Background: an optimization exercise with open tools, aiming at a short achievable clock period and few clock cycles per item. Do not read the settings as production practice. The RTL was checked by simulation tests, not by an equivalence proof against the original design. Power and IR drop assume default switching activity.

==> flow/design.v <==
`default_nettype none
package rvv_arch_pkg;
    localparam int VLEN       = 128;
    localparam int SEW        = 8;
    localparam int NUM_ELEM   = VLEN / SEW;
    localparam int NUM_VREG   = 32;
    localparam int VREG_IDX_W = 5;
    localparam int XLEN       = 32;
    localparam int INST_W     = 32;
    typedef logic [VLEN-1:0]       vreg_t;
    typedef logic [VREG_IDX_W-1:0] vidx_t;
    typedef enum logic [2:0] {
        ALU_ADD,
        ALU_SUB,
        ALU_AND,
        ALU_OR,
        ALU_XOR,
        ALU_MV,
        ALU_VID
    } alu_op_e;
    localparam logic [6:0] OPCODE_V = 7'b1010111;
    localparam logic [2:0] F3_OPIVV = 3'b000;
    localparam logic [2:0] F3_OPIVX = 3'b100;
    localparam logic [2:0] F3_OPMVV = 3'b010;
    localparam logic [5:0] F6_VADD  = 6'b000000;
    localparam logic [5:0] F6_VSUB  = 6'b000010;
    localparam logic [5:0] F6_VAND  = 6'b001001;
    localparam logic [5:0] F6_VOR   = 6'b001010;
    localparam logic [5:0] F6_VXOR  = 6'b001011;
    localparam logic [5:0] F6_VMV   = 6'b010111;
    localparam logic [5:0] F6_VMUNARY0 = 6'b010100;
    localparam logic [4:0] VS1_VID     = 5'b10001;
endpackage
`default_nettype wire
`default_nettype none
package rvv_pipe_pkg;
    localparam int P_VLEN   = 128;
    localparam int P_VIDX_W = 5;
    localparam int CQ_DEPTH = 8;
    localparam int CQ_CNT_W = $clog2(CQ_DEPTH) + 1;
    localparam int RQ_DEPTH = 8;
    localparam logic [2:0] OP_ADD  = 3'd0;
    localparam logic [2:0] OP_SUB  = 3'd1;
    localparam logic [2:0] OP_AND  = 3'd2;
    localparam logic [2:0] OP_OR   = 3'd3;
    localparam logic [2:0] OP_XOR  = 3'd4;
    localparam logic [2:0] OP_PASS = 3'd5;
    localparam int RT_W = P_VIDX_W + P_VLEN + 1;
endpackage
`default_nettype wire
`timescale 1ns/1ps
`default_nettype none
module rvv_fifo #(
    parameter int WIDTH = 1,
    parameter int DEPTH = 8
) (
    input  logic             clk,
    input  logic             rst_n,
    input  logic             din_en,
    input  logic             push,
    input  logic [WIDTH-1:0] din,
    input  logic             pop,
    output logic [WIDTH-1:0] dout,
    output logic             empty
);
    logic [WIDTH-1:0] mem [DEPTH];
    logic [DEPTH:0]   fill;      
    logic [DEPTH-1:0] put;       
    assign empty = fill[0];
    assign dout  = mem[0];
    always_comb begin
        for (int i = 0; i < DEPTH; i++) begin
            put[i] = din_en & (pop ? fill[i + 1] : fill[i]);
        end
    end
    always_ff @(posedge clk) begin
        for (int i = 0; i < DEPTH; i++) begin
            if (put[i]) begin
                mem[i] <= din;
            end else if (pop) begin
                mem[i] <= (i + 1 < DEPTH) ? mem[(i + 1) % DEPTH] : mem[i];
            end
        end
    end
    always_ff @(posedge clk) begin
        if (!rst_n) begin
            fill <= (DEPTH+1)'(1);
        end else if (push && !pop) begin
            fill <= {fill[DEPTH-1:0], 1'b0};
        end else if (pop && !push) begin
            fill <= {1'b0, fill[DEPTH:1]};
        end
    end
endmodule
`default_nettype wire
`timescale 1ns/1ps
`default_nettype none
module rvv_decode (
    input  logic [31:0] inst,
    output logic [2:0]  op,
    output logic        legal,
    output logic        use_a,     
    output logic        use_b,     
    output logic        b_scalar,  
    output logic        b_vid      
);
    logic [5:0] funct6;
    logic [2:0] funct3;
    assign funct6 = inst[31:26];
    assign funct3 = inst[14:12];
    always_comb begin
        op       = rvv_pipe_pkg::OP_PASS;
        legal    = 1'b1;
        use_a    = 1'b0;
        use_b    = 1'b0;
        b_scalar = 1'b0;
        b_vid    = 1'b0;
        case (funct3)
            rvv_arch_pkg::F3_OPIVV: begin
                use_a = 1'b1;
                use_b = 1'b1;
                case (funct6)
                    rvv_arch_pkg::F6_VADD: op = rvv_pipe_pkg::OP_ADD;
                    rvv_arch_pkg::F6_VSUB: op = rvv_pipe_pkg::OP_SUB;
                    rvv_arch_pkg::F6_VAND: op = rvv_pipe_pkg::OP_AND;
                    rvv_arch_pkg::F6_VOR:  op = rvv_pipe_pkg::OP_OR;
                    rvv_arch_pkg::F6_VXOR: op = rvv_pipe_pkg::OP_XOR;
                    default: legal = 1'b0;
                endcase
            end
            rvv_arch_pkg::F3_OPIVX: begin
                b_scalar = 1'b1;
                case (funct6)
                    rvv_arch_pkg::F6_VADD: begin
                        op    = rvv_pipe_pkg::OP_ADD;
                        use_a = 1'b1;
                    end
                    rvv_arch_pkg::F6_VMV: op = rvv_pipe_pkg::OP_PASS;
                    default: legal = 1'b0;
                endcase
            end
            rvv_arch_pkg::F3_OPMVV: begin
                b_vid = 1'b1;
                if (funct6 != rvv_arch_pkg::F6_VMUNARY0 || inst[19:15] != rvv_arch_pkg::VS1_VID) begin
                    legal = 1'b0;
                end
            end
            default: legal = 1'b0;
        endcase
        if (inst[6:0] != rvv_arch_pkg::OPCODE_V || !inst[25]) begin
            legal = 1'b0;
        end
        if (!legal) begin
            op       = rvv_pipe_pkg::OP_PASS;
            use_a    = 1'b0;
            use_b    = 1'b0;
            b_scalar = 1'b0;
            b_vid    = 1'b0;
        end
    end
endmodule
`default_nettype wire
`timescale 1ns/1ps
`default_nettype none
module rvv_dispatch (
    input  logic                clk,
    input  logic                rst_n,
    input  logic                accept,
    input  logic [31:0]         inst,
    input  logic [7:0]          scalar,
    input  logic [rvv_arch_pkg::NUM_VREG*rvv_arch_pkg::VLEN-1:0] regs,
    input  logic [31:0]         written,
    input  logic                y_en,
    input  rvv_arch_pkg::vidx_t y_vd,
    input  rvv_arch_pkg::vreg_t y_data,
    input  logic                w_en,
    input  rvv_arch_pkg::vidx_t w_vd,
    input  rvv_arch_pkg::vreg_t w_data,
    output logic                x_valid,
    output logic                x_legal,
    output rvv_arch_pkg::vidx_t x_vd,
    output logic [3:0]          x_op,     
    output logic                x_sub,
    output logic [7:0]          x_src,    
    output rvv_arch_pkg::vreg_t x_a,
    output rvv_arch_pkg::vreg_t x_b,
    output rvv_arch_pkg::vreg_t x_pass
);
    logic [2:0]          d_op;
    logic                d_legal;
    logic                d_use_a;
    logic                d_use_b;
    logic                d_b_scalar;
    logic                d_b_vid;
    logic                r_valid;
    logic [2:0]          op;
    logic                legal;
    logic                use_a;
    logic                use_b;
    logic                b_scalar;
    logic                b_vid;
    logic                vx;
    rvv_arch_pkg::vidx_t vd;
    logic [7:0]          scalar_q;
    logic [31:0]         oh_a;
    logic [31:0]         oh_b;
    logic                pass;
    logic                fwd_a;
    logic                fwd_b;
    logic                sub;
    rvv_arch_pkg::vidx_t vs2;
    rvv_arch_pkg::vidx_t vs1;
    rvv_arch_pkg::vreg_t ra;
    rvv_arch_pkg::vreg_t rb;
    logic [31:0]         sel_a;
    logic [31:0]         sel_b;
    logic                byp_a;
    logic                byp_b;
    logic                bypy_a;
    logic                bypy_b;
    rvv_arch_pkg::vreg_t splat;
    rvv_arch_pkg::vreg_t vid;
    rvv_decode u_dec (
        .inst(inst), .op(d_op), .legal(d_legal), .use_a(d_use_a), .use_b(d_use_b),
        .b_scalar(d_b_scalar), .b_vid(d_b_vid)
    );
    always_ff @(posedge clk) begin
        if (!rst_n) begin
            r_valid <= 1'b0;
        end else begin
            r_valid <= accept;
        end
    end
    always_ff @(posedge clk) begin
        op       <= d_op;
        legal    <= d_legal;
        use_a    <= d_use_a;
        use_b    <= d_use_b;
        b_scalar <= d_b_scalar;
        b_vid    <= d_b_vid;
        vx       <= inst[14];
        vs2      <= inst[24:20];
        vs1      <= inst[19:15];
        vd       <= inst[11:7];
        scalar_q <= scalar;
        for (int k = 0; k < rvv_arch_pkg::NUM_VREG; k++) begin
            oh_a[k] <= (inst[24:20] == 5'(k));
            oh_b[k] <= (inst[19:15] == 5'(k)) & ~inst[14];
        end
    end
    assign splat    = {rvv_arch_pkg::NUM_ELEM{scalar_q}};
    always_comb begin
        for (int i = 0; i < rvv_arch_pkg::NUM_ELEM; i++) begin
            vid[i*8 +: 8] = 8'(i);
        end
    end
    assign byp_a  = w_en & (w_vd == vs2);
    assign byp_b  = w_en & (w_vd == vs1) & ~vx;
    assign bypy_a = y_en & (y_vd == vs2);
    assign bypy_b = y_en & (y_vd == vs1) & ~vx;
    always_comb begin
        for (int k = 0; k < rvv_arch_pkg::NUM_VREG; k++) begin
            sel_a[k] = oh_a[k] & written[k];
            sel_b[k] = oh_b[k] & written[k];
        end
        ra = '0;
        rb = {rvv_arch_pkg::VLEN{vx}} & splat;
        for (int k = 0; k < rvv_arch_pkg::NUM_VREG; k++) begin
            ra = ra | ({rvv_arch_pkg::VLEN{sel_a[k]}} & regs[k*rvv_arch_pkg::VLEN +: rvv_arch_pkg::VLEN]);
            rb = rb | ({rvv_arch_pkg::VLEN{sel_b[k]}} & regs[k*rvv_arch_pkg::VLEN +: rvv_arch_pkg::VLEN]);
        end
    end
    assign pass  = (op == rvv_pipe_pkg::OP_PASS);
    assign sub   = (op == rvv_pipe_pkg::OP_SUB);
    assign fwd_a = use_a & x_valid & x_legal & (x_vd == vs2);
    assign fwd_b = use_b & x_valid & x_legal & (x_vd == vs1);
    always_ff @(posedge clk) begin
        if (!rst_n) begin
            x_valid <= 1'b0;
        end else begin
            x_valid <= r_valid;
        end
    end
    always_ff @(posedge clk) begin
        x_legal <= legal;
        x_vd    <= vd;
        x_op    <= {op == rvv_pipe_pkg::OP_XOR, op == rvv_pipe_pkg::OP_OR,
                    op == rvv_pipe_pkg::OP_AND,
                    op == rvv_pipe_pkg::OP_ADD || op == rvv_pipe_pkg::OP_SUB};
        x_sub   <= sub;
        x_src   <= {pass, ~pass & fwd_a & fwd_b,
                    ~pass & ~fwd_a & fwd_b & sub, ~pass & ~fwd_a & fwd_b & ~sub,
                    ~pass & fwd_a & ~fwd_b & sub, ~pass & fwd_a & ~fwd_b & ~sub,
                    ~pass & ~fwd_a & ~fwd_b & sub, ~pass & ~fwd_a & ~fwd_b & ~sub};
        x_a     <= bypy_a ? y_data : (byp_a ? w_data : ra);
        x_b     <= bypy_b ? y_data : (byp_b ? w_data : rb);
        x_pass  <= b_scalar ? splat : (b_vid ? vid : '0);
    end
endmodule
`default_nettype wire
`timescale 1ns/1ps
`default_nettype none
module rvv_vrf (
    input  logic                clk,
    input  logic                rst_n,
    input  logic [31:0]         wr_sel,
    input  rvv_arch_pkg::vreg_t wr_data,
    output logic [rvv_arch_pkg::NUM_VREG*rvv_arch_pkg::VLEN-1:0] regs,
    output logic [31:0]         written
);
    always_ff @(posedge clk) begin
        if (!rst_n) begin
            written <= '0;
        end else begin
            written <= written | wr_sel;
        end
    end
    always_ff @(posedge clk) begin
        for (int i = 0; i < rvv_arch_pkg::NUM_VREG; i++) begin
            if (wr_sel[i]) begin
                regs[i*rvv_arch_pkg::VLEN +: rvv_arch_pkg::VLEN] <= wr_data;
            end
        end
    end
endmodule
`default_nettype wire
`timescale 1ns/1ps
`default_nettype none
module rvv_alu (
    input  logic [3:0]                sel,    
    input  logic                      cin,
    input  rvv_arch_pkg::vreg_t       a,
    input  rvv_arch_pkg::vreg_t       b,
    output rvv_arch_pkg::vreg_t       y
);
    always_comb begin
        for (int i = 0; i < rvv_arch_pkg::NUM_ELEM; i++) begin
            logic [7:0] ae, be, s;
            logic [4:0] lo;
            logic [3:0] hi0, hi1;
            ae  = a[i*8 +: 8];
            be  = b[i*8 +: 8];
            lo  = {1'b0, ae[3:0]} + {1'b0, be[3:0]} + {4'b0, cin};
            hi0 = ae[7:4] + be[7:4];
            hi1 = ae[7:4] + be[7:4] + 4'd1;
            s   = {lo[4] ? hi1 : hi0, lo[3:0]};
            y[i*8 +: 8] = ({8{sel[0]}} & s)
                        | ({8{sel[1]}} & (ae & be))
                        | ({8{sel[2]}} & (ae | be))
                        | ({8{sel[3]}} & (ae ^ be));
        end
    end
endmodule
`default_nettype wire
`timescale 1ns/1ps
`default_nettype none
module rvv_retire (
    input  logic                  clk,
    input  logic                  rst_n,
    input  logic                  res_valid,
    input  rvv_arch_pkg::vidx_t   res_vd,
    input  rvv_arch_pkg::vreg_t   res_data,
    input  logic                  res_illegal,
    output logic                  rt_valid,
    output rvv_arch_pkg::vidx_t   rt_vd,
    output rvv_arch_pkg::vreg_t   rt_data,
    output logic                  rt_illegal,
    input  logic                  rt_ready,
    output logic                  taken
);
    localparam int W = rvv_pipe_pkg::RT_W;
    logic         load;
    logic         q_empty;
    logic         q_push;
    logic         q_pop;
    logic [W-1:0] q_dout;
    logic [W-1:0] res_ent;
    logic [W-1:0] nxt;
    logic [W-1:0] held;
    logic         valid;
    assign res_ent = {res_vd, res_data, res_illegal};
    assign load    = ~valid | rt_ready;
    assign nxt     = q_empty ? res_ent : q_dout;
    assign taken   = valid & rt_ready;
    assign q_pop   = load & ~q_empty;
    assign q_push  = res_valid & ~(load & q_empty);
    rvv_fifo #(.WIDTH(W), .DEPTH(rvv_pipe_pkg::RQ_DEPTH)) u_queue (
        .clk(clk), .rst_n(rst_n),
        .din_en(res_valid), .push(q_push), .din(res_ent),
        .pop(q_pop), .dout(q_dout), .empty(q_empty)
    );
    always_ff @(posedge clk) begin
        if (!rst_n) begin
            valid <= 1'b0;
        end else if (load) begin
            valid <= ~q_empty | res_valid;
        end
    end
    always_ff @(posedge clk) begin
        if (load) begin
            held <= nxt;
        end
    end
    always_ff @(posedge clk) begin
        if (!rst_n) begin
            rt_valid <= 1'b0;
            {rt_vd, rt_data, rt_illegal} <= '0;
        end else begin
            rt_valid <= load ? (~q_empty | res_valid) : valid;
            {rt_vd, rt_data, rt_illegal} <= load ? nxt : held;
        end
    end
endmodule
`default_nettype wire
`timescale 1ns/1ps
`default_nettype none
module rvv_backend (
    input  logic                                 clk,
    input  logic                                 rst_n,
    input  logic                                 insts_valid,
    input  logic [rvv_arch_pkg::INST_W-1:0]      insts,
    input  logic [rvv_arch_pkg::XLEN-1:0]        insts_scalar,
    output logic                                 insts_ready,
    output logic [rvv_pipe_pkg::CQ_CNT_W-1:0]    remaining_count,
    output logic                                 rt_valid,
    output rvv_arch_pkg::vidx_t                  rt_vd,
    output rvv_arch_pkg::vreg_t                  rt_data,
    output logic                                 rt_illegal,
    input  logic                                 rt_ready,
    output logic                                 rvv_idle
);
    localparam int CQ_CNT_W = rvv_pipe_pkg::CQ_CNT_W;
    localparam int CQ_DEPTH = rvv_pipe_pkg::CQ_DEPTH;
    logic [rvv_arch_pkg::NUM_VREG*rvv_arch_pkg::VLEN-1:0] regs;
    logic [31:0]         written;
    logic                x_valid;
    logic                x_legal;
    rvv_arch_pkg::vidx_t x_vd;
    logic [3:0]          x_op;
    logic                x_sub;
    logic [7:0]          x_src;
    rvv_arch_pkg::vreg_t x_a;
    rvv_arch_pkg::vreg_t x_b;
    rvv_arch_pkg::vreg_t x_pass;
    rvv_arch_pkg::vreg_t y_00;
    rvv_arch_pkg::vreg_t y_00s;
    rvv_arch_pkg::vreg_t y_10;
    rvv_arch_pkg::vreg_t y_10s;
    rvv_arch_pkg::vreg_t y_01;
    rvv_arch_pkg::vreg_t y_01s;
    rvv_arch_pkg::vreg_t y_11;
    rvv_arch_pkg::vreg_t alu_y;
    logic                y_valid;
    logic                y_en;
    logic                y_ill;
    rvv_arch_pkg::vidx_t y_vd;
    rvv_arch_pkg::vreg_t y_prev;
    logic                w_valid;
    logic                w_en;
    logic                w_ill;
    rvv_arch_pkg::vidx_t w_vd;
    logic [31:0]         w_sel;
    rvv_arch_pkg::vreg_t w_data;
    logic [CQ_CNT_W-1:0] outstanding;
    logic [CQ_CNT_W-1:0] outstanding_nxt;
    logic                accept;
    logic                taken;
    logic                rt_taken;
    assign accept = insts_valid & (outstanding != CQ_CNT_W'(CQ_DEPTH));
    assign taken  = rt_taken;
    always_comb begin
        outstanding_nxt = outstanding;
        if (accept && !taken) begin
            outstanding_nxt = outstanding + 1'b1;
        end else if (taken && !accept) begin
            outstanding_nxt = outstanding - 1'b1;
        end
    end
    always_ff @(posedge clk) begin
        if (!rst_n) begin
            outstanding     <= '0;
            insts_ready     <= 1'b1;
            remaining_count <= CQ_CNT_W'(CQ_DEPTH);
            rvv_idle        <= 1'b1;
        end else begin
            outstanding     <= outstanding_nxt;
            insts_ready     <= (outstanding_nxt != CQ_CNT_W'(CQ_DEPTH));
            remaining_count <= CQ_CNT_W'(CQ_DEPTH) - outstanding_nxt;
            rvv_idle        <= (outstanding_nxt == '0);
        end
    end
    rvv_dispatch u_dispatch (
        .clk(clk), .rst_n(rst_n),
        .accept(accept), .inst(insts), .scalar(insts_scalar[7:0]),
        .regs(regs), .written(written),
        .y_en(y_en), .y_vd(y_vd), .y_data(y_prev),
        .w_en(w_en), .w_vd(w_vd), .w_data(w_data),
        .x_valid(x_valid), .x_legal(x_legal), .x_vd(x_vd),
        .x_op(x_op), .x_sub(x_sub), .x_src(x_src),
        .x_a(x_a), .x_b(x_b), .x_pass(x_pass)
    );
    rvv_vrf u_vrf (
        .clk(clk), .rst_n(rst_n),
        .wr_sel(w_sel), .wr_data(w_data),
        .regs(regs), .written(written)
    );
    rvv_alu u_alu_00  (.sel(x_op),    .cin(1'b0), .a(x_a),    .b(x_b),     .y(y_00));
    rvv_alu u_alu_00s (.sel(4'b0001), .cin(1'b1), .a(x_a),    .b(~x_b),    .y(y_00s));
    rvv_alu u_alu_10  (.sel(x_op),    .cin(1'b0), .a(y_prev), .b(x_b),     .y(y_10));
    rvv_alu u_alu_10s (.sel(4'b0001), .cin(1'b1), .a(y_prev), .b(~x_b),    .y(y_10s));
    rvv_alu u_alu_01  (.sel(x_op),    .cin(1'b0), .a(x_a),    .b(y_prev),  .y(y_01));
    rvv_alu u_alu_01s (.sel(4'b0001), .cin(1'b1), .a(x_a),    .b(~y_prev), .y(y_01s));
    always_comb begin
        for (int i = 0; i < rvv_arch_pkg::NUM_ELEM; i++) begin
            y_11[i*8 +: 8] = ({8{x_op[0] & ~x_sub}} & {y_prev[i*8 +: 7], 1'b0})
                           | ({8{x_op[1] | x_op[2]}} & y_prev[i*8 +: 8]);
        end
    end
    assign alu_y = ({rvv_arch_pkg::VLEN{x_src[0]}} & y_00)
                 | ({rvv_arch_pkg::VLEN{x_src[1]}} & y_00s)
                 | ({rvv_arch_pkg::VLEN{x_src[2]}} & y_10)
                 | ({rvv_arch_pkg::VLEN{x_src[3]}} & y_10s)
                 | ({rvv_arch_pkg::VLEN{x_src[4]}} & y_01)
                 | ({rvv_arch_pkg::VLEN{x_src[5]}} & y_01s)
                 | ({rvv_arch_pkg::VLEN{x_src[6]}} & y_11)
                 | ({rvv_arch_pkg::VLEN{x_src[7]}} & x_pass);
    always_ff @(posedge clk) begin
        if (!rst_n) begin
            y_valid <= 1'b0;
            y_en    <= 1'b0;
            w_valid <= 1'b0;
            w_en    <= 1'b0;
            w_sel   <= '0;
        end else begin
            y_valid <= x_valid;
            y_en    <= x_valid & x_legal;
            w_valid <= y_valid;
            w_en    <= y_en;
            for (int i = 0; i < rvv_arch_pkg::NUM_VREG; i++) begin
                w_sel[i] <= y_en & (y_vd == 5'(i));
            end
        end
    end
    always_ff @(posedge clk) begin
        y_prev <= alu_y;
        y_vd   <= x_vd;
        y_ill  <= ~x_legal;
        w_data <= y_prev;
        w_vd   <= y_vd;
        w_ill  <= y_ill;
    end
    rvv_retire u_retire (
        .clk(clk), .rst_n(rst_n),
        .res_valid(w_valid), .res_vd(w_vd), .res_data(w_data), .res_illegal(w_ill),
        .rt_valid(rt_valid), .rt_vd(rt_vd), .rt_data(rt_data),
        .rt_illegal(rt_illegal), .rt_ready(rt_ready), .taken(rt_taken)
    );
endmodule
`default_nettype wire
==> flow/flow/run.sh <==
#!/bin/bash
# The standard layout (standard.sh), with the ports placed on the die's
# edges by flow/io.tcl (read by ORFS's floorplan step as IO_CONSTRAINTS).
# The ORFS run's whole output goes to standard_finish.log in this folder;
# each ORFS step also keeps its own log under orfs/logs/.
set -o pipefail
here=$(pwd)
bash "$here/standard.sh" IO_CONSTRAINTS="$here/flow/io.tcl" finish > "$here/standard_finish.log" 2>&1
==> flow/flow/io.tcl <==
# Ports on the die's edges in the order the data flows: commands in on the
# left edge, results out along the bottom edge, each bus spread evenly in
# bit order; the clock in the middle of the top edge.
set die [[ord::get_db_block] getDieArea]
set dbu [[ord::get_db_block] getDbUnitsPerMicron]
set w [expr {double([$die dx]) / $dbu}]
set h [expr {double([$die dy]) / $dbu}]

proc spread {names edge len} {
  set n [llength $names]
  set lo [expr {0.1 * $len}]
  set step [expr {0.8 * $len / $n}]
  for {set i 0} {$i < $n} {incr i} {
    set a [expr {$lo + $i * $step}]
    set b [expr {$a + $step}]
    set_io_pin_constraint -pin_names [list [lindex $names $i]] -region $edge:[format %.2f $a]-[format %.2f $b]
  }
}

set outs {}
for {set i 0} {$i < 128} {incr i} { lappend outs "rt_data\[$i\]" }
for {set i 0} {$i < 5} {incr i} { lappend outs "rt_vd\[$i\]" }
lappend outs rt_illegal rt_valid rt_ready
spread $outs bottom $w

set ins {}
lappend ins rst_n insts_valid insts_ready rvv_idle
for {set i 0} {$i < 4} {incr i} { lappend ins "remaining_count\[$i\]" }
for {set i 0} {$i < 32} {incr i} { lappend ins "insts\[$i\]" }
for {set i 0} {$i < 32} {incr i} { lappend ins "insts_scalar\[$i\]" }
spread $ins left $h

set_io_pin_constraint -pin_names {clk} -region top:[format %.2f [expr {0.48 * $w}]]-[format %.2f [expr {0.52 * $w}]]
==> flow/standard.sh <==
#!/bin/bash
# synth_recipe.tcl (not shown) runs the flow's synth.tcl, then flattens the netlist and writes it again
# the make line also repeats each setting of config.mk as NAME=value (left out here)
make -C /OpenROAD-flow-scripts/flow DESIGN_CONFIG=/design/flow/config.mk WORK_HOME=/design/flow/orfs CLKGATE_MAP_FILE= SYNTH_SCRIPT=/design/flow/synth_recipe.tcl "${@:-finish}"
==> flow/config.mk <==
export PLATFORM = sky130hd
export DESIGN_NAME = rvv_backend
export DESIGN_NICKNAME = rvv_backend
export VERILOG_FILES = /design/flow/design.v
export SDC_FILE = /design/flow/constraint.sdc
export NUM_CORES = 8
export LEC_CHECK = 0
export CAP_MARGIN = 50
export CORE_MARGIN = 2
export CORE_UTILIZATION = 42
export PLACE_DENSITY = 0.45
export SETUP_SLACK_MARGIN = 3.3
export SLEW_MARGIN = 65
export TNS_END_PERCENT = 100
==> flow/constraint.sdc <==
create_clock -name core_clock -period 6.0 [get_ports {clk}]
set_input_delay 1.2000 -clock core_clock [delete_from_list [all_inputs] [get_ports {clk}]]
set_output_delay 1.2000 -clock core_clock [all_outputs]
set_load 0.01 [all_outputs]
==> key figures, run 1 <==
Status
  • Status: timing/DRC/antenna clean

Finish
  • Fillers: 58400
  • Most frequent cells in the layout: 5168 x edfxtp_1, 1949 x a22oi_1, 1197 x a221oi_1
  • Register area: 176500 um2
  • Final net count: 24150
  • Layout cell share with drive strength beyond 1: 23.07%
  • Layout Cells excl Fill: 32650
  • Area of the multi-input gates: 109100 um2
  • P&R area growth vs syn: 22.63%
  • Commonest non-fill, non-tap cell in the layout: edfxtp_1

Synthesis
  • Yosys cell types: 87
  • Leading area contributor after synthesis: edfxtp_1
  • Yosys warns: 8
  • Sequential share of the synthesized area: 60.68%
  • Yosys reg bits: 6176
  • Synth Net Count: 23020
  • Post-Syn Instances: 21550
  • Synth top area cells: edfxtp_1 54%, dfxtp_1 7.0%, ha_1 5.2%
  • Synth top area share: 53.69%
  • Post-synth EDFFs: 5168
  • Mapped cell area: 289000 um2
  • Top FF cell, synth: edfxtp_1
  • Synth async-reset ratio: 0%
  • Synth Area per Inst: 13.41 um2

Timing
  • Setup TNS: 0 ns
  • Fin Hold WS: 0.3046 ns
  • RSZ-0062 raised after global routing: true
  • Final setup vio count: 0
  • Worst slew margin: 38.90%
  • Final Skew: 0.06754 ns
  • Max Clk Rate: 326.3 MHz
  • Post-layout min period: 3.064 ns
  • Worst-margin pin slew: 0.9165 ns
  • Final Hold Fails: 0
  • Period utilization: 51.07%
  • Slew Limit Fails: 0

Setup path
  • Worst endpoint data arrival time: 1.86 ns
  • Critical Path RT: 4.80 ns
  • Worst path depth: 1
  • Setup crit end kind: primary output
  • Slowest cell on crit path: dfxtp_4
  • WS Path Type: flip-flop to primary output
  • CP delay by family, top: flip-flops
  • Critical-path cell list: buf_6
  • Worst Reg-to-Reg Cells: 8
  • Slowest stage delay, CP: 0.53 ns
  • WP buf/inv: 1
  • Max Fanout on Critical Path: 1
  • Worst setup SP type: flip-flop

Drt
  • Iter 0 DRT Violations: 45210
  • Drt pass-1 iters: 10
  • DRC Markers: 0
  • Antenna-violating nets left: 0
  • Mean number of vias per cell: 7.228
  • Detail-routed net length per standard cell: 48.15 um
  • Via count of the routed design: 236000
  • Final WL: 1572000 um

Global routing
  • First-pass GRT wire length: 2037000 um
  • Remaining global-route overflow: 0
  • Vias in the first global route: 220700
  • Antenna violations before repair: 133
  • GR Util All Layers: 43.17%
  • Largest net degree at the start of global routing: 93

Floorplanning
  • FP Rows: 304
  • Initial Utilization: 42.17%
  • Core region area: 685400 um2
  • I/O pins: 209
  • Die H: 833.5 um
  • Width of the die: 833.5 um
  • Die ar.: 694800 um2

Clock network
  • CTS tree: yes
  • Longest Clk Path Bufs: 4
  • Clock slew at reported path FFs: 0.06 ns
  • Sinks on Clock Net: 6176
  • Clock buffer count from CTS: 689
  • CTS root buf: clkbuf_16
  • Worst-Skew Late Latency: 1.18 ns
  • H-tree Lvls: 6

Place
  • IO buf count: 184
  • Placed insts: 30620
  • Final Wtd Congestion: 0.9299
  • DP HPWL: 990200 um

Job
  • Max-cap violations: 0

Power
  • Maximum VDD drop: 0.3170 mV
  • PwrDens: 265.3 nW/um2
  • Leak Pwr: 0.1151 uW

Worst hold path
  • Worst hold stages: 0
  • Min-delay worst type: flip-flop to flip-flop
## layout make-up
| cell class | count | area share [%] |
|---|---|---|
| Tap cell | 9180 | 3.241 |
| Multi-Input combinational cell | 13060 | 30.78 |
| Clock buffer | 946 | 5.432 |
| Inverter | 650 | 0.7593 |
| Antenna cell | 186 | 0.1313 |
| Sequential cell | 6176 | 49.79 |
| Timing Repair Buffer | 2107 | 8.830 |
| Clock inverter | 344 | 1.026 |
| Timing Repair inverter | 3 | 0.008119 |
## layer usage
metal  up-vias  share of wire, %  GRT usage [%]
met2     21610                41          61.61
met5         -             0.031              0
met4        58               8.7          29.38
li1      88710                 -              -
met1    119900                37          55.99
met3      5725                13          13.80
## synth_stat cells (all sizes together), types with 72 or more instances
| master | number |
|---|---|
| a22o | 1173 |
| a221o | 86 |
| or4 | 133 |
| buf | 622 |
| clkbuf | 1049 |
| nand3 | 72 |
| edfxtp | 5168 |
| mux2i | 187 |
| nor2 | 421 |
| nor2b | 107 |
| mux2 | 960 |
| ha | 1204 |
| xnor2 | 468 |
| nand2 | 939 |
| inv | 647 |
| o22ai | 139 |
| dfxtp | 1008 |
| nand4 | 769 |
| o31ai | 166 |
| a21o | 109 |
| nor3 | 161 |
| a221oi | 1266 |
| and2 | 231 |
| o21ai | 665 |
| fa | 192 |
| xor2 | 154 |
| or2 | 109 |
| a21oi | 749 |
| a22oi | 1998 |
## registers in the layout (all words and copies together) (netlist names), 8 cells and up
| name | cells |
|---|---|
| u_retire.u_queue.mem | 1072 |
| u_vrf.regs | 4096 |
| u_dispatch.scalar_q | 8 |
| u_dispatch.oh_b | 32 |
| u_dispatch.oh_a | 32 |
| u_retire.rt_data | 128 |
| u_dispatch.x_pass | 12 |
| u_vrf.written | 32 |
| y_prev | 128 |
| u_dispatch.x_b | 128 |
| u_retire.u_queue.fill | 9 |
| w_sel | 32 |
| u_dispatch.x_src | 8 |
| w_data | 128 |
| u_dispatch.x_a | 128 |
| u_retire.held | 134 |
## cell families (layout without fill, tap and decap cells)
group | count (synthesis) | in the layout | share of synthesized area [%]
adder cells (fa/ha/maj) | 1397 | 1397 | 6.546
XOR/XNOR | 654 | 654 | 2.135
AND/OR/NAND/NOR | 3127 | 3127 | 5.614
multiplexers | 1147 | 1147 | 4.388
AO/OA/AOI/OAI | 6732 | 6732 | 17.48
flip-flops | 6176 | 6176 | 60.68
buffers and inverters | 2321 | 4050 | 3.162
other | 0 | 186 | 0
## per-stage QoR
stage                     util [%]  power (uW)  setup WS (ns)  instance area [um2]
after floorplan                  -       49550          1.550               289100
after global placement       44.67       50650          1.461               306200
after detailed placement     46.59       50760          1.664               319400
after CTS                    50.81       94030          2.906               348300
after global routing         51.67       95990          2.957               354100
final                        51.71       94020          2.936               354400
## worst paths after layout
path | startpoint | end | slack, ns
min reg2reg | u_dispatch.vd[2] | u_dispatch.x_vd[2] | 0.30
max | u_retire.rt_vd[1] | rt_vd[1] | 2.94
max reg2reg | u_vrf.written[21] | u_dispatch.x_a[72] | 3.00
min | u_dispatch.vd[2] | u_dispatch.x_vd[2] | 0.30
## timing repair
item | 4_1_cts | 5_1_grt
pin swaps | 161 | 205
hold buffers | 0 | 0
gates resized for setup | 1423 | 622
hold endpoints to repair | 0 | 0
endpoints found under the setup margin | 1367 | 522
gates cloned | 37 | 28
setup buffers | 259 | 203
## power breakdown
group / total (uW) / internal [uW] / switching [uW]
logic: 2950 / 1270 / 1680
clock network: 44000 / 25100 / 18900
registers: 47100 / 46700 / 382
total: 94000 / 73100 / 21000
Testbench counts, summed over its fixed seeds: cycles 3,240, items 3,200.
==> inputs of run 2 (changes only) <==
--- a/flow/design.v
+++ b/flow/design.v
@@ -170,11 +170,10 @@
     input  logic [7:0]          scalar,
     input  logic [rvv_arch_pkg::NUM_VREG*rvv_arch_pkg::VLEN-1:0] regs,
     input  logic [31:0]         written,
+    input  logic [31:0]         w_sel,
     input  logic                y_en,
     input  rvv_arch_pkg::vidx_t y_vd,
     input  rvv_arch_pkg::vreg_t y_data,
-    input  logic                w_en,
-    input  rvv_arch_pkg::vidx_t w_vd,
     input  rvv_arch_pkg::vreg_t w_data,
     output logic                x_valid,
     output logic                x_legal,
@@ -195,21 +194,16 @@
     logic                r_valid;
     logic [2:0]          op;
     logic                legal;
-    logic                use_a;
-    logic                use_b;
     logic                b_scalar;
     logic                b_vid;
     logic                vx;
     rvv_arch_pkg::vidx_t vd;
     logic [7:0]          scalar_q;
-    logic [31:0]         oh_a;
-    logic [31:0]         oh_b;
-    logic                pass;
-    logic                fwd_a;
-    logic                fwd_b;
-    logic                sub;
-    rvv_arch_pkg::vidx_t vs2;
-    rvv_arch_pkg::vidx_t vs1;
+    logic                d_pass;
+    logic                d_sub;
+    logic                d_fwd_a;
+    logic                d_fwd_b;
+    logic [7:0]          src;
     rvv_arch_pkg::vreg_t ra;
     rvv_arch_pkg::vreg_t rb;
     logic [31:0]         sel_a;
@@ -234,35 +228,35 @@
     always_ff @(posedge clk) begin
         op       <= d_op;
         legal    <= d_legal;
-        use_a    <= d_use_a;
-        use_b    <= d_use_b;
         b_scalar <= d_b_scalar;
         b_vid    <= d_b_vid;
         vx       <= inst[14];
-        vs2      <= inst[24:20];
-        vs1      <= inst[19:15];
         vd       <= inst[11:7];
         scalar_q <= scalar;
         for (int k = 0; k < rvv_arch_pkg::NUM_VREG; k++) begin
-            oh_a[k] <= (inst[24:20] == 5'(k));
-            oh_b[k] <= (inst[19:15] == 5'(k)) & ~inst[14];
+            sel_a[k] <= (inst[24:20] == 5'(k)) & (written[k] | w_sel[k]);
+            sel_b[k] <= (inst[19:15] == 5'(k)) & (written[k] | w_sel[k]) & ~inst[14];
         end
-    end
+        bypy_a   <= x_valid & x_legal & (x_vd == inst[24:20]);
+        bypy_b   <= x_valid & x_legal & (x_vd == inst[19:15]) & ~inst[14];
+        byp_a    <= y_en & (y_vd == inst[24:20]);
+        byp_b    <= y_en & (y_vd == inst[19:15]) & ~inst[14];
+        src      <= {d_pass, ~d_pass & d_fwd_a & d_fwd_b,
+                     ~d_pass & ~d_fwd_a & d_fwd_b & d_sub, ~d_pass & ~d_fwd_a & d_fwd_b & ~d_sub,
+                     ~d_pass & d_fwd_a & ~d_fwd_b & d_sub, ~d_pass & d_fwd_a & ~d_fwd_b & ~d_sub,
+                     ~d_pass & ~d_fwd_a & ~d_fwd_b & d_sub, ~d_pass & ~d_fwd_a & ~d_fwd_b & ~d_sub};
+    end
+    assign d_pass  = (d_op == rvv_pipe_pkg::OP_PASS);
+    assign d_sub   = (d_op == rvv_pipe_pkg::OP_SUB);
+    assign d_fwd_a = d_use_a & r_valid & legal & (vd == inst[24:20]);
+    assign d_fwd_b = d_use_b & r_valid & legal & (vd == inst[19:15]);
     assign splat    = {rvv_arch_pkg::NUM_ELEM{scalar_q}};
     always_comb begin
         for (int i = 0; i < rvv_arch_pkg::NUM_ELEM; i++) begin
             vid[i*8 +: 8] = 8'(i);
         end
     end
-    assign byp_a  = w_en & (w_vd == vs2);
-    assign byp_b  = w_en & (w_vd == vs1) & ~vx;
-    assign bypy_a = y_en & (y_vd == vs2);
-    assign bypy_b = y_en & (y_vd == vs1) & ~vx;
     always_comb begin
-        for (int k = 0; k < rvv_arch_pkg::NUM_VREG; k++) begin
-            sel_a[k] = oh_a[k] & written[k];
-            sel_b[k] = oh_b[k] & written[k];
-        end
         ra = '0;
         rb = {rvv_arch_pkg::VLEN{vx}} & splat;
         for (int k = 0; k < rvv_arch_pkg::NUM_VREG; k++) begin
@@ -270,10 +264,6 @@
             rb = rb | ({rvv_arch_pkg::VLEN{sel_b[k]}} & regs[k*rvv_arch_pkg::VLEN +: rvv_arch_pkg::VLEN]);
         end
     end
-    assign pass  = (op == rvv_pipe_pkg::OP_PASS);
-    assign sub   = (op == rvv_pipe_pkg::OP_SUB);
-    assign fwd_a = use_a & x_valid & x_legal & (x_vd == vs2);
-    assign fwd_b = use_b & x_valid & x_legal & (x_vd == vs1);
     always_ff @(posedge clk) begin
         if (!rst_n) begin
             x_valid <= 1'b0;
@@ -287,11 +277,8 @@
         x_op    <= {op == rvv_pipe_pkg::OP_XOR, op == rvv_pipe_pkg::OP_OR,
                     op == rvv_pipe_pkg::OP_AND,
                     op == rvv_pipe_pkg::OP_ADD || op == rvv_pipe_pkg::OP_SUB};
-        x_sub   <= sub;
-        x_src   <= {pass, ~pass & fwd_a & fwd_b,
-                    ~pass & ~fwd_a & fwd_b & sub, ~pass & ~fwd_a & fwd_b & ~sub,
-                    ~pass & fwd_a & ~fwd_b & sub, ~pass & fwd_a & ~fwd_b & ~sub,
-                    ~pass & ~fwd_a & ~fwd_b & sub, ~pass & ~fwd_a & ~fwd_b & ~sub};
+        x_sub   <= (op == rvv_pipe_pkg::OP_SUB);
+        x_src   <= src;
         x_a     <= bypy_a ? y_data : (byp_a ? w_data : ra);
         x_b     <= bypy_b ? y_data : (byp_b ? w_data : rb);
         x_pass  <= b_scalar ? splat : (b_vid ? vid : '0);
@@ -492,9 +479,9 @@
     rvv_dispatch u_dispatch (
         .clk(clk), .rst_n(rst_n),
         .accept(accept), .inst(insts), .scalar(insts_scalar[7:0]),
-        .regs(regs), .written(written),
+        .regs(regs), .written(written), .w_sel(w_sel),
         .y_en(y_en), .y_vd(y_vd), .y_data(y_prev),
-        .w_en(w_en), .w_vd(w_vd), .w_data(w_data),
+        .w_data(w_data),
         .x_valid(x_valid), .x_legal(x_legal), .x_vd(x_vd),
         .x_op(x_op), .x_sub(x_sub), .x_src(x_src),
         .x_a(x_a), .x_b(x_b), .x_pass(x_pass)
==> flow/flow/run.sh (replaced) <==
#!/bin/bash
# The standard layout (standard.sh), with the ports placed on the die's
# edges by flow/io.tcl (read by ORFS's floorplan step as IO_CONSTRAINTS) and
# the flip-flop driving each output port held next to its pin during global
# placement (flow/pre_gp.tcl and flow/post_gp.tcl, ORFS's hooks around that
# step). The ORFS run's whole output goes to standard_finish.log in this
# folder; each ORFS step also keeps its own log under orfs/logs/.
set -o pipefail
here=$(pwd)
bash "$here/standard.sh" \
    IO_CONSTRAINTS="$here/flow/io.tcl" \
    PRE_GLOBAL_PLACE_TCL="$here/flow/pre_gp.tcl" \
    POST_GLOBAL_PLACE_TCL="$here/flow/post_gp.tcl" \
    finish > "$here/standard_finish.log" 2>&1
==> flow/flow/post_gp.tcl (new file) <==
# After global placement: release the output flip-flops held by pre_gp.tcl
set block [ord::get_db_block]
set f [open $::env(RESULTS_DIR)/pinned_flops.txt r]
set names [split [string trim [read $f]] "\n"]
close $f
set n 0
foreach name $names {
  if {$name eq ""} { continue }
  set inst [$block findInst $name]
  if {$inst ne "NULL"} { $inst setPlacementStatus PLACED; incr n }
}
puts "post_gp: released $n output flip-flops"
==> flow/flow/pre_gp.tcl (new file) <==
# Before global placement: put the flip-flop driving each output port right
# inside the die next to its pin, held in place while the other cells are
# placed around it (post_gp.tcl releases it for legalisation).
set block [ord::get_db_block]
set core [$block getCoreArea]
set ::my_pinned {}
foreach bterm [$block getBTerms] {
  if {[$bterm getIoType] ne "OUTPUT"} { continue }
  set net [$bterm getNet]
  if {$net eq "NULL"} { continue }
  set drv ""
  foreach it [$net getITerms] {
    if {[$it isOutputSignal]} { set drv [$it getInst] }
  }
  if {$drv eq ""} { continue }
  if {![[$drv getMaster] isSequential]} { continue }
  set pins [$bterm getBPins]
  if {[llength $pins] == 0} { continue }
  set bb [[lindex $pins 0] getBBox]
  set px [expr {([$bb xMin] + [$bb xMax]) / 2}]
  set py [expr {([$bb yMin] + [$bb yMax]) / 2}]
  set w [[$drv getMaster] getWidth]
  set h [[$drv getMaster] getHeight]
  set x [expr {min(max($px - $w / 2, [$core xMin]), [$core xMax] - $w)}]
  set y [expr {min(max($py - $h / 2, [$core yMin]), [$core yMax] - $h)}]
  $drv setLocation $x $y
  $drv setPlacementStatus FIRM
  lappend ::my_pinned [$drv getName]
}
puts "pre_gp: held [llength $::my_pinned] output flip-flops at their pins"
set f [open $::env(RESULTS_DIR)/pinned_flops.txt w]
puts $f [join $::my_pinned "\n"]
close $f
==> run 2 against run 1 <==
Net effect: first-iteration DRC count shrank 2.4%; clock skew shrank 0.0095 ns; final cell count is 0.42% lower; fmax up 5.1%; still clean on timing, DRC and antenna; synthesized cell count up 1.3%; sequential share of layout area is 1.1 points higher; via count down 1.6%; die area is 0.31% lower; register-to-register slack better by 0.16 ns; non-clock buffer count decreased by 286; power decreased by 0.73%; worst setup slack gained 0.15 ns; critical endpoint is now rt_valid.
==> key figures, run 2 <==
Status
  • Status: timing/DRC/antenna clean

Drt
  • WL met2: 641900 um
  • WL met1: 549600 um
  • Final WL: 1515000 um
  • DR top layer: met5
  • DRC Markers: 0
  • Met3 Wirelength: 175900 um
  • Mean number of vias per cell: 7.141
  • Antenna-violating nets left: 0
  • Via count of the routed design: 232200
  • Drt pass-1 iters: 10
  • Iter 0 DRT Violations: 44140
  • Detail-routed net length per standard cell: 46.58 um

Synthesis
  • Most common cell in the synthesized netlist: edfxtp_1
  • Top FF cell, synth: edfxtp_1
  • Yosys cell types: 78
  • Post-synth EDFFs: 5168
  • Post-synth top cells: 5168 x edfxtp_1, 3222 x a22oi_1, 1264 x clkbuf_1, 1204 x ha_1, 1044 x nand2_1
  • Mapped cell area: 288100 um2
  • Yosys reg bits: 6175
  • Leading area contributor after synthesis: edfxtp_1
  • Synth async-reset ratio: 0%
  • Synth top area cells: edfxtp_1 54%, a22oi_1 8.4%, dfxtp_1 7.0%
  • Synth Net Count: 23300
  • Sequential share of the synthesized area: 60.86%
  • Synth Area per Inst: 13.20 um2
  • Yosys warns: 8
  • Synth top area share: 53.86%
  • Post-Syn Instances: 21830

Clock network
  • H-tree Lvls: 6
  • Clock slew at reported path FFs: 0.06 ns
  • Sinks on Clock Net: 6175
  • CTS tree: yes
  • CTS root buf: clkbuf_16
  • Worst-Skew Late Latency: 1.17 ns
  • Longest Clk Path Bufs: 4
  • # hold bufs at CTS: 0
  • Clock buffer count from CTS: 688

Finish
  • Regs by FF count: u_vrf.regs (4096), u_retire.u_queue.mem (1072), u_retire.held (134)
  • Final net count: 24130
  • Fillers: 58570
  • P&R area growth vs syn: 20.41%
  • Largest Register: u_vrf.regs
  • Most frequent cells in the layout: 5168 x edfxtp_1, 3217 x a22oi_1, 1134 x ha_1
  • Max FFs per register: 4096
  • Layout Cells excl Fill: 32510
  • Layout cell share with drive strength beyond 1: 21.14%
  • Commonest non-fill, non-tap cell in the layout: edfxtp_1

Timing
  • Final Hold Fails: 0
  • Worst-margin pin slew: 0.6530 ns
  • Final Skew: 0.05807 ns
  • RSZ-0062 raised after global routing: true
  • Setup TNS: 0 ns
  • Post-layout min period: 2.915 ns
  • Period utilization: 48.59%
  • Slew Limit Fails: 0
  • Fin Hold WS: 0.3254 ns
  • Worst slew margin: 56.36%
  • Final setup vio count: 0
  • Max Clk Rate: 343.0 MHz

Power
  • Total Power: 93340 uW
  • Leak Pwr: 0.1283 uW
  • Maximum VDD drop: 0.3318 mV
  • PwrDens: 269.0 nW/um2

Floorplanning
  • FP Rows: 304
  • Die ar.: 692600 um2
  • Core region area: 684300 um2
  • Initial Utilization: 42.10%
  • Width of the die: 832.2 um
  • Die H: 832.2 um
  • I/O pins: 209

Global routing
  • Remaining global-route overflow: 0
  • GR Util All Layers: 41.96%
  • First-pass GRT wire length: 1992000 um
  • Vias in the first global route: 221500
  • Antenna violations before repair: 135
  • Largest net degree at the start of global routing: 100

Setup path
  • CP delay by family, top: flip-flops
  • Max Fanout on Critical Path: 2
  • WS Path Type: flip-flop to primary output
  • Worst endpoint data arrival time: 1.72 ns
  • Worst Reg-to-Reg Cells: 7
  • WP buf/inv: 2
  • Worst setup SP type: flip-flop
  • Slowest cell on crit path: dfxtp_4
  • Worst path depth: 2
  • Slowest stage delay, CP: 0.36 ns
  • Critical-path cell list: buf_12 > buf_6
  • Setup crit end kind: primary output
  • Critical Path RT: 4.80 ns

Place
  • Placed insts: 30660
  • IO buf count: 184
  • DP HPWL: 961300 um

Worst hold path
  • Min-delay worst type: flip-flop to flip-flop
  • Worst hold stages: 0

Job
  • Max-cap violations: 0
run 2: area by class of cell:
class | count | area [um2] | share of cell area [%]
Antenna cell | 233 | 583.1 | 0.1681
Clock buffer | 919 | 19080 | 5.500
Clock inverter | 358 | 3520 | 1.015
Inverter | 735 | 2978 | 0.8584
Multi-Input combinational cell | 13240 | 107300 | 30.92
Sequential cell | 6175 | 176600 | 50.90
Tap cell | 9027 | 11290 | 3.256
Timing Repair Buffer | 1821 | 25600 | 7.380
Timing Repair inverter | 1 | 11.26 | 0.003246
run 2: cell families (layout without fill, tap and decap cells):
logic type	count (synthesis)	count (layout)	synth area share [%]
compound gates	6767	6767	16.97
xor+xnor	647	647	2.115
fa+ha+maj	1396	1396	6.563
buf+inv	2416	3834	3.241
flops	6175	6175	60.86
mux	1163	1163	4.451
other cells	0	233	0
simple gates	3270	3270	5.799
run 2: final timing paths:
| check | from | to | slack [ns] |
|---|---|---|---|
| setup reg to reg | u_dispatch.sel_a[23] | u_dispatch.x_a[5] | 3.16 |
| hold reg to reg | u_dispatch.src[1] | u_dispatch.x_src[1] | 0.33 |
| hold / removal | u_dispatch.src[1] | u_dispatch.x_src[1] | 0.33 |
| setup / recovery | u_retire.valid | rt_valid | 3.08 |
run 2: layer usage:
metal	track usage [%]	vias up
met5	0	-
met4	32.09	42
met3	9.871	5644
met2	62.26	20000
met1	53.26	117700
li1	-	88760
run 2: where the power goes:
group	internal [uW]	switching (uW)
sequential	46700	334
clock	24700	18800
combinational	1190	1710
total	72500	20800
run 2: what timing repair did:
item,4_1_cts,5_1_grt
resized for setup,1019,487
cloned,25,8
pin swaps,57,142
setup buffers,146,130
endpoints found under the setup margin,1121,851
hold endpoints to repair,0,0
run 2: metrics by stage:
step                      area, um2  util, %  worst slack [ns]
after floorplan              288200        -             1.550
after global placement       304300    44.47            0.9124
after detailed placement     317100    46.34             2.005
after CTS                    342300    50.03             3.021
after global routing         346800    50.67             3.055
final                        346900    50.70             3.085
run 2: worst reg2reg max path, stage by stage (launching register included):
cell and delay, ns:
dfxtp_4 0.52, buf_4 0.37, a22oi_1 0.23, nand3_1 0.10, nor4_1 0.36, nand2_1 0.49, o21ai_1 0.45, o21ai_2 0.19
Testbench counts of run 2, summed over its fixed seeds: cycles 3,240, items 3,200.
==> inputs of run 3 (changes only) <==
--- a/flow/design.v
+++ b/flow/design.v
@@ -365,6 +365,7 @@
     logic [W-1:0] nxt;
     logic [W-1:0] held;
     logic         valid;
+    logic         valid_n;
     assign res_ent = {res_vd, res_data, res_illegal};
     assign load    = ~valid | rt_ready;
     assign nxt     = q_empty ? res_ent : q_dout;
@@ -378,11 +379,12 @@
     );
     always_ff @(posedge clk) begin
         if (!rst_n) begin
-            valid <= 1'b0;
+            valid_n <= 1'b1;
         end else if (load) begin
-            valid <= ~q_empty | res_valid;
+            valid_n <= q_empty & ~res_valid;
         end
     end
+    assign valid = ~valid_n;
     always_ff @(posedge clk) begin
         if (load) begin
             held <= nxt;
@@ -442,9 +444,7 @@
     logic                y_ill;
     rvv_arch_pkg::vidx_t y_vd;
     rvv_arch_pkg::vreg_t y_prev;
-    logic                w_valid;
     logic                w_en;
-    logic                w_ill;
     rvv_arch_pkg::vidx_t w_vd;
     logic [31:0]         w_sel;
     rvv_arch_pkg::vreg_t w_data;
@@ -515,13 +515,11 @@
         if (!rst_n) begin
             y_valid <= 1'b0;
             y_en    <= 1'b0;
-            w_valid <= 1'b0;
             w_en    <= 1'b0;
             w_sel   <= '0;
         end else begin
             y_valid <= x_valid;
             y_en    <= x_valid & x_legal;
-            w_valid <= y_valid;
             w_en    <= y_en;
             for (int i = 0; i < rvv_arch_pkg::NUM_VREG; i++) begin
                 w_sel[i] <= y_en & (y_vd == 5'(i));
@@ -534,11 +532,10 @@
         y_ill  <= ~x_legal;
         w_data <= y_prev;
         w_vd   <= y_vd;
-        w_ill  <= y_ill;
     end
     rvv_retire u_retire (
         .clk(clk), .rst_n(rst_n),
-        .res_valid(w_valid), .res_vd(w_vd), .res_data(w_data), .res_illegal(w_ill),
+        .res_valid(y_valid), .res_vd(y_vd), .res_data(y_prev), .res_illegal(y_ill),
         .rt_valid(rt_valid), .rt_vd(rt_vd), .rt_data(rt_data),
         .rt_illegal(rt_illegal), .rt_ready(rt_ready), .taken(rt_taken)
     );
==> run 3 against run 2 <==
Net effect: still clean on timing, DRC and antenna; non-clock buffer count is 196 higher; worst hold slack worse by 0.0013 ns; sequential power is 0.9% higher; routed wire length is 1.3% higher; die area is 0.13% lower; sequential share of layout area is 0.52 points lower; power is 1.2% higher; sequential cell count is 6 lower; final cell count is 1.4% higher; area after synthesis is 0.13% lower; critical path depth is 7 higher; register-to-register slack worse by 0.06 ns; highest routed layer unchanged.
==> key figures, run 3 <==
Place
  • DP HPWL: 960000 um
  • Place WS: 1.489 ns
  • Placed insts: 30820
  • IO buf count: 184

Clock network
  • CTS root buf: clkbuf_16
  • Longest Clk Path Bufs: 4
  • CTS tree: yes
  • Worst-Skew Late Latency: 1.17 ns
  • H-tree Lvls: 6
  • Clock slew at reported path FFs: 0.06 ns
  • Sinks on Clock Net: 6169
  • Clock buffer count from CTS: 689

Drt
  • DRC Markers: 0
  • Final WL: 1534000 um
  • Detail-routed net length per standard cell: 46.56 um
  • Via count of the routed design: 234000
  • Mean number of vias per cell: 7.102
  • Drt pass-1 iters: 10
  • Antenna-violating nets left: 0
  • Iter 0 DRT Violations: 44190

Finish
  • Commonest non-fill, non-tap cell in the layout: edfxtp_1
  • Largest Register: u_vrf.regs
  • Layout cell share with drive strength beyond 1: 21.04%
  • Most frequent cells in the layout: 5168 x edfxtp_1, 3263 x a22oi_1, 1179 x nand2_1
  • P&R area growth vs syn: 21.68%
  • Final core occ: 51.20%
  • Max FFs per register: 4096
  • Regs by FF count: u_vrf.regs (4096), u_retire.u_queue.mem (1072), u_retire.held (134)
  • Final net count: 24450
  • Layout Cells excl Fill: 32950

Floorplanning
  • Core region area: 683900 um2
  • Initial Utilization: 42.07%
  • Width of the die: 831.7 um
  • Die H: 831.7 um
  • FP Rows: 304
  • I/O pins: 209
  • Die ar.: 691700 um2

Timing
  • Worst setup margin: 3.100 ns
  • Post-layout min period: 2.900 ns
  • RSZ-0062 raised after global routing: true
  • Max Clk Rate: 344.8 MHz
  • Worst slew margin: 52.51%
  • Final Skew: 0.1354 ns
  • Worst-margin pin slew: 0.7123 ns
  • Final Hold Fails: 0
  • Final setup vio count: 0
  • Setup TNS: 0 ns
  • Period utilization: 48.33%
  • Slew Limit Fails: 0

Synthesis
  • Leading area contributor after synthesis: edfxtp_1
  • Synth Area per Inst: 13.09 um2
  • Yosys reg bits: 6169
  • Mapped cell area: 287700 um2
  • Post-synth EDFFs: 5168
  • Sequential share of the synthesized area: 60.90%
  • Synth top area share: 53.93%
  • Yosys warns: 8
  • Synth top area cells: edfxtp_1 54%, a22oi_1 8.5%, dfxtp_1 7.0%
  • Post-synth top cells: 5168 x edfxtp_1, 3270 x a22oi_1, 1333 x clkbuf_1, 1204 x ha_1, 1189 x nand2_1
  • Yosys cell types: 75
  • Synth Net Count: 23440
  • Post-Syn Instances: 21980
  • Synth async-reset ratio: 0%
  • Most common cell in the synthesized netlist: edfxtp_1
  • Top FF cell, synth: edfxtp_1

Setup path
  • Worst setup startpoint: u_dispatch.sel_a[14]
  • WP buf/inv: 4
  • Reg-to-reg critical path startpoint: u_dispatch.sel_a[14]
  • Worst Reg-to-Reg Cells: 9
  • CP endpoint: u_dispatch.x_a[121]
  • Worst path depth: 9
  • Reg2reg setup slack: 3.10 ns
  • Worst endpoint data arrival time: 3.88 ns
  • CP delay by family, top: buffers and inverters
  • RR Endpoint: u_dispatch.x_a[121]
  • Slowest stage delay, CP: 0.46 ns
  • Critical Path RT: 6.98 ns
  • Slowest cell on crit path: a221oi_1
  • Setup crit end kind: flip-flop
  • Worst setup SP type: flip-flop
  • Critical-path cell list: buf_16 > buf_12 > buf_8 > buf_4 > a22oi_1 > nand3_1 > nor4_2 > a221oi_1 > a21o_4
  • Max Fanout on Critical Path: 16
  • WS Path Type: flip-flop to flip-flop

Power
  • Leak Pwr: 0.1295 uW
  • Maximum VDD drop: 0.3291 mV
  • PwrDens: 269.7 nW/um2

Worst hold path
  • Worst hold stages: 0
  • Hold path startpoint: u_dispatch.src[0]
  • Min-delay worst type: flip-flop to flip-flop

Global routing
  • First-pass GRT wire length: 2005000 um
  • GR Util All Layers: 42.35%
  • Antenna violations before repair: 136
  • Remaining global-route overflow: 0
  • Largest net degree at the start of global routing: 98
  • Vias in the first global route: 220700

Status
  • Status: timing/DRC/antenna clean

Job
  • Max-cap violations: 0
## run 3: worst min path at each step
| stage | endpoint |
|---|---|
| after detailed placement | u_dispatch.x_src[0] |
| after global placement | u_dispatch.x_src[4] |
| after CTS | u_dispatch.x_src[6] |
| after global routing | u_dispatch.x_src[0] |
| final | u_dispatch.x_src[0] |
| after floorplan | u_dispatch.x_src[0] |
## run 3: area by class of cell
cell class	count	area, um2
flip-flops and latches	6169	176400
fillers	58810	333800
well taps	9027	11290
multi-input cells	13380	107600
clock inverters	329	3398
clock buffers	947	19060
repair buffers	2017	28350
diodes	351	878.3
inverters	732	3144
## run 3: kinds of logic after synthesis
group,count (synthesis),synth area share [%]
flip-flops,6169,60.90
AND/OR/NAND/NOR,3413,5.990
adder cells (fa/ha/maj),1396,6.571
multiplexers,1024,3.917
buffers and inverters,2428,3.274
XOR/XNOR,652,2.138
AO/OA/AOI/OAI,6893,17.21
## run 3: repair_timing
item                                    4_1_cts  5_1_grt
cloned                                       29       21
pin swaps                                   110      178
endpoints found under the setup margin     1401      582
endpoints found under the hold margin         0        0
resized for setup                          1197      491
setup buffers                               236      186
hold buffers                                  0        0
## run 3: report_power, final
group	total, uW	internal [uW]	switching [uW]
clock	43100	24400	18700
combinational	3920	1550	2360
sequential	47400	47000	408
total	94400	73000	21400
## run 3: per-stage QoR
step                hold slack [ns]  area [um2]  total power [uW]
floorplan                    0.3096      287800             50200
global placement             0.3118      304300             51760
detailed placement           0.3125      318200             52020
CTS                          0.3225      344900             94390
global route                 0.3315      350000             96530
finish                       0.3241      350100             94440
## run 3: layer usage
layer	GRT usage, %	wire length (um)	vias up
met2	62.56	652500	20170
met5	0	271	-
li1	-	-	89600
met3	9.604	178300	4866
met1	54.96	565000	119300
met4	30.54	138200	38
Testbench counts of run 3, summed over its fixed seeds: cycles 3,232, items 3,200.
==> inputs of run 4 (changes only) <==
--- a/flow/design.v
+++ b/flow/design.v
@@ -206,8 +206,12 @@
     logic [7:0]          src;
     rvv_arch_pkg::vreg_t ra;
     rvv_arch_pkg::vreg_t rb;
-    logic [31:0]         sel_a;
-    logic [31:0]         sel_b;
+    logic [31:0]         dec_a;
+    logic [31:0]         dec_b;
+    logic [31:0]         sel_a [4];
+    logic [31:0]         sel_b [4];
+    logic [31:0]         sel_a0, sel_a1_n, sel_a2, sel_a3_n;
+    logic [31:0]         sel_b0, sel_b1_n, sel_b2, sel_b3_n;
     logic                byp_a;
     logic                byp_b;
     logic                bypy_a;
@@ -233,10 +237,10 @@
         vx       <= inst[14];
         vd       <= inst[11:7];
         scalar_q <= scalar;
-        for (int k = 0; k < rvv_arch_pkg::NUM_VREG; k++) begin
-            sel_a[k] <= (inst[24:20] == 5'(k)) & (written[k] | w_sel[k]);
-            sel_b[k] <= (inst[19:15] == 5'(k)) & (written[k] | w_sel[k]) & ~inst[14];
-        end
+        sel_a0   <= dec_a;
+        sel_a1_n <= ~dec_a;
+        sel_b0   <= dec_b;
+        sel_b1_n <= ~dec_b;
         bypy_a   <= x_valid & x_legal & (x_vd == inst[24:20]);
         bypy_b   <= x_valid & x_legal & (x_vd == inst[19:15]) & ~inst[14];
         byp_a    <= y_en & (y_vd == inst[24:20]);
@@ -250,6 +254,33 @@
     assign d_sub   = (d_op == rvv_pipe_pkg::OP_SUB);
     assign d_fwd_a = d_use_a & r_valid & legal & (vd == inst[24:20]);
     assign d_fwd_b = d_use_b & r_valid & legal & (vd == inst[19:15]);
+    always_comb begin
+        for (int k = 0; k < rvv_arch_pkg::NUM_VREG; k++) begin
+            dec_a[k] = (inst[24:20] == 5'(k)) & (written[k] | w_sel[k]);
+            dec_b[k] = (inst[19:15] == 5'(k)) & (written[k] | w_sel[k]) & ~inst[14];
+        end
+    end
+    always_ff @(posedge clk) begin
+        if (!rst_n) begin
+            sel_a2   <= '0;
+            sel_a3_n <= '1;
+            sel_b2   <= '0;
+            sel_b3_n <= '1;
+        end else begin
+            sel_a2   <= dec_a;
+            sel_a3_n <= ~dec_a;
+            sel_b2   <= dec_b;
+            sel_b3_n <= ~dec_b;
+        end
+    end
+    assign sel_a[0] = sel_a0;
+    assign sel_a[1] = ~sel_a1_n;
+    assign sel_a[2] = sel_a2;
+    assign sel_a[3] = ~sel_a3_n;
+    assign sel_b[0] = sel_b0;
+    assign sel_b[1] = ~sel_b1_n;
+    assign sel_b[2] = sel_b2;
+    assign sel_b[3] = ~sel_b3_n;
     assign splat    = {rvv_arch_pkg::NUM_ELEM{scalar_q}};
     always_comb begin
         for (int i = 0; i < rvv_arch_pkg::NUM_ELEM; i++) begin
@@ -260,8 +291,12 @@
         ra = '0;
         rb = {rvv_arch_pkg::VLEN{vx}} & splat;
         for (int k = 0; k < rvv_arch_pkg::NUM_VREG; k++) begin
-            ra = ra | ({rvv_arch_pkg::VLEN{sel_a[k]}} & regs[k*rvv_arch_pkg::VLEN +: rvv_arch_pkg::VLEN]);
-            rb = rb | ({rvv_arch_pkg::VLEN{sel_b[k]}} & regs[k*rvv_arch_pkg::VLEN +: rvv_arch_pkg::VLEN]);
+            for (int g = 0; g < 4; g++) begin
+                ra[g*32 +: 32] = ra[g*32 +: 32]
+                               | ({32{sel_a[g][k]}} & regs[k*rvv_arch_pkg::VLEN + g*32 +: 32]);
+                rb[g*32 +: 32] = rb[g*32 +: 32]
+                               | ({32{sel_b[g][k]}} & regs[k*rvv_arch_pkg::VLEN + g*32 +: 32]);
+            end
         end
     end
     always_ff @(posedge clk) begin
==> run 4 against run 3 <==
Net effect: still clean on timing, DRC and antenna; synthesized cell count is 3.8% higher; combinational power rose by 1%; design area up 1.8%; sequential power rose by 3%; area after synthesis up 2.6%; first-iteration DRC count is 11% higher; non-clock buffer count is 27 lower; worst setup slack worse by 0.24 ns; critical path type unchanged; largest power group unchanged.
==> key figures, run 4 <==
Timing
  • Final Hold Fails: 0
  • Period utilization: 52.30%
  • Worst slew margin: 57.06%
  • Post-layout min period: 3.138 ns
  • Setup TNS: 0 ns
  • Final setup vio count: 0
  • Worst-margin pin slew: 0.6441 ns
  • Final Skew: 0.09834 ns
  • Max Clk Rate: 318.7 MHz
  • RSZ-0062 raised after global routing: true
  • Worst setup margin: 2.862 ns
  • Slew Limit Fails: 0
  • Fin Hold WS: 0.3267 ns

Global routing
  • Antenna violations before repair: 188
  • Largest net degree at the start of global routing: 99
  • Vias in the first global route: 223800
  • Remaining global-route overflow: 0
  • First-pass GRT wire length: 2110000 um
  • GR Util All Layers: 43.81%

Finish
  • Most frequent cells in the layout: 5168 x edfxtp_1, 1652 x a22oi_1, 1306 x inv_1
  • P&R area growth vs syn: 20.70%
  • Commonest non-fill, non-tap cell in the layout: edfxtp_1
  • Layout cell share with drive strength beyond 1: 21.63%
  • Max FFs per register: 4096
  • Regs by FF count: u_vrf.regs (4096), u_retire.u_queue.mem (1072), u_retire.held (134)
  • Fillers: 60620
  • Largest Register: u_vrf.regs
  • Final core occ: 50.77%
  • Area of the multi-input gates: 109000 um2
  • Fin area: 356500 um2
  • Register area: 180600 um2
  • Final net count: 25440

Clock network
  • Sinks on Clock Net: 6361
  • # hold bufs at CTS: 0
  • CTS root buf: clkbuf_16
  • Clock buffer count from CTS: 703
  • Clock slew at reported path FFs: 0.06 ns
  • CTS tree: yes
  • Longest Clk Path Bufs: 4
  • Worst-Skew Late Latency: 1.26 ns
  • H-tree Lvls: 6

Place
  • DP HPWL: 1038000 um
  • Place WS: 1.761 ns
  • Placed Area: 324300 um2
  • IO buf count: 184

Synthesis
  • Synth Area per Inst: 12.95 um2
  • Post-Syn Instances: 22810
  • Synth top area cells: edfxtp_1 53%, dfxtp_1 8.1%, ha_1 5.1%
  • Post-synth EDFFs: 5168
  • Top FF cell, synth: edfxtp_1
  • Synth top area share: 52.55%
  • Post-synth top cells: 5168 x edfxtp_1, 1656 x a22oi_1, 1487 x inv_1, 1251 x clkbuf_1, 1204 x ha_1
  • Most common cell in the synthesized netlist: edfxtp_1
  • Synth Net Count: 24270
  • Yosys reg bits: 6361
  • Synth async-reset ratio: 0%
  • Yosys warns: 10
  • Mapped cell area: 295300 um2
  • Leading area contributor after synthesis: edfxtp_1
  • Yosys cell types: 81
  • Sequential share of the synthesized area: 60.63%

Floorplanning
  • Width of the die: 842.6 um
  • I/O pins: 209
  • Die H: 842.6 um
  • Core region area: 702100 um2
  • Die ar.: 709900 um2
  • FP Rows: 308
  • Initial Utilization: 42.06%

Setup path
  • Worst endpoint data arrival time: 4.17 ns
  • Worst setup SP type: flip-flop
  • RR Endpoint: u_dispatch.x_b[49]
  • Critical Path RT: 7.04 ns
  • Reg2reg setup slack: 2.86 ns
  • Reg-to-reg critical path startpoint: u_dispatch.sel_b1_n[4]
  • Max Fanout on Critical Path: 18
  • WS Path Type: flip-flop to flip-flop
  • Setup crit end kind: flip-flop
  • Worst Reg-to-Reg Cells: 9

Power
  • PwrDens: 274.1 nW/um2
  • Leak Pwr: 0.1221 uW
  • Maximum VDD drop: 0.3499 mV

Worst hold path
  • Worst hold stages: 0
  • Hold path startpoint: u_dispatch.src[2]
  • Hold EP: u_dispatch.x_src[2]
  • Min-delay worst type: flip-flop to flip-flop

Drt
  • DRC Markers: 0
  • Iter 0 DRT Violations: 48830
  • Final WL: 1628000 um
  • Via count of the routed design: 242300
  • Detail-routed net length per standard cell: 47.72 um
  • Drt pass-1 iters: 14
  • Mean number of vias per cell: 7.104
  • Antenna-violating nets left: 0

Status
  • Status: timing/DRC/antenna clean

Job
  • Max-cap violations: 0
run 4: cell types whose count changed in the layout (fill, tap and decap cells not counted), moves of 89 or more:
| cell | change |
|---|---|
| a22o_1 | +780 |
| a22oi_1 | -1611 |
| a21oi_1 | -89 |
| buf_4 | +95 |
| nor2b_1 | +189 |
| nand4_1 | -318 |
| a221oi_1 | +207 |
| dfxtp_2 | +111 |
| inv_1 | +707 |
| nor4_1 | +162 |
| o22ai_1 | +460 |
| diode_2 | -139 |
| buf_6 | +96 |
| buf_16 | -107 |
run 4: final cells by class:
| class | instances | share of cell area (%) |
|---|---|---|
| Tap cell | 9300 | 3.264 |
| Inverter | 1542 | 1.782 |
| Multi-Input combinational cell | 13380 | 30.59 |
| Clock buffer | 928 | 5.417 |
| Timing Repair Buffer | 1990 | 6.969 |
| Clock inverter | 392 | 1.155 |
| Sequential cell | 6361 | 50.67 |
| Antenna cell | 212 | 0.1488 |
run 4: worst max-delay path by stage:
stage | startpoint | endpoint | slack (ns) | cells past startpoint
global placement | insts[19] | u_dispatch.sel_b3_n[23] | 1.43 | 7
finish | u_dispatch.sel_b1_n[4] | u_dispatch.x_b[49] | 2.86 | 9
CTS | remaining_count[0] | remaining_count[0] | 3.12 | 1
detailed placement | rt_ready | u_retire.u_queue.mem[6][126] | 1.76 | 10
floorplan | rt_ready | u_retire.u_queue.mem[7][0] | 1.65 | 5
global route | remaining_count[0] | remaining_count[0] | 3.15 | 1
run 4: kinds of logic after synthesis:
group / Yosys count / synth area share, %
compound gates: 6872 / 17.09
flops: 6361 / 60.63
simple gates: 3445 / 5.967
buf+inv: 3065 / 4.035
fa+ha+maj: 1396 / 6.402
mux: 1013 / 3.786
xor+xnor: 656 / 2.090
run 4: routing by layer:
metal  track usage, %  share of wire, %  vias up
met3            14.39                13     6233
met4            32.39               9.6      110
li1                 -                 -    91840
met5           0.3399             0.058        -
met2            62.99                41    22180
met1            55.07                36   121900
run 4: where the power goes:
group / internal (uW) / switching [uW] / leakage [uW]
clock network: 25500 / 19500 / 0.0114
logic: 1530 / 2430 / 0.0623
registers: 48200 / 403 / 0.0483
total: 75300 / 22400 / 0.122
run 4: timing repair:
item | in CTS | in global routing
setup endpoints to repair | 608 | 572
pin swaps | 90 | 143
cloned | 13 | 6
buffers inserted | 235 | 137
gates resized for setup | 1279 | 604
endpoints found under the hold margin | 0 | 0
run 4: worst max-delay path: stages, from the launching register on:
cell and delay, ns:
dfxtp_1 0.43, clkinvlp_4 0.36, buf_6 0.38, a22o_1 0.30, nor4_2 0.32, nand4_1 0.27
o22ai_1 0.19, buf_4 0.21, o21ai_2 0.18, buf_4 0.24
run 4: stage by stage:
step                      power (uW)  instances
after CTS                      97660      33720
after global routing           99700      33970
final                          97690      34110
after detailed placement       53450      32160
after floorplan                51570      22810
after global placement         53200      31820
Testbench counts of run 4, summed over its fixed seeds: cycles 3,232, items 3,200.

Re-timed with assumed drivers on the ports (clkbuf_16 on the clock, buf_2 on other inputs), run 4 has 2.862 ns of setup slack against 2.862 ns with ideal ports, and 2.166 ns once port delays also move by the mid clock arrival of 1.308 ns.
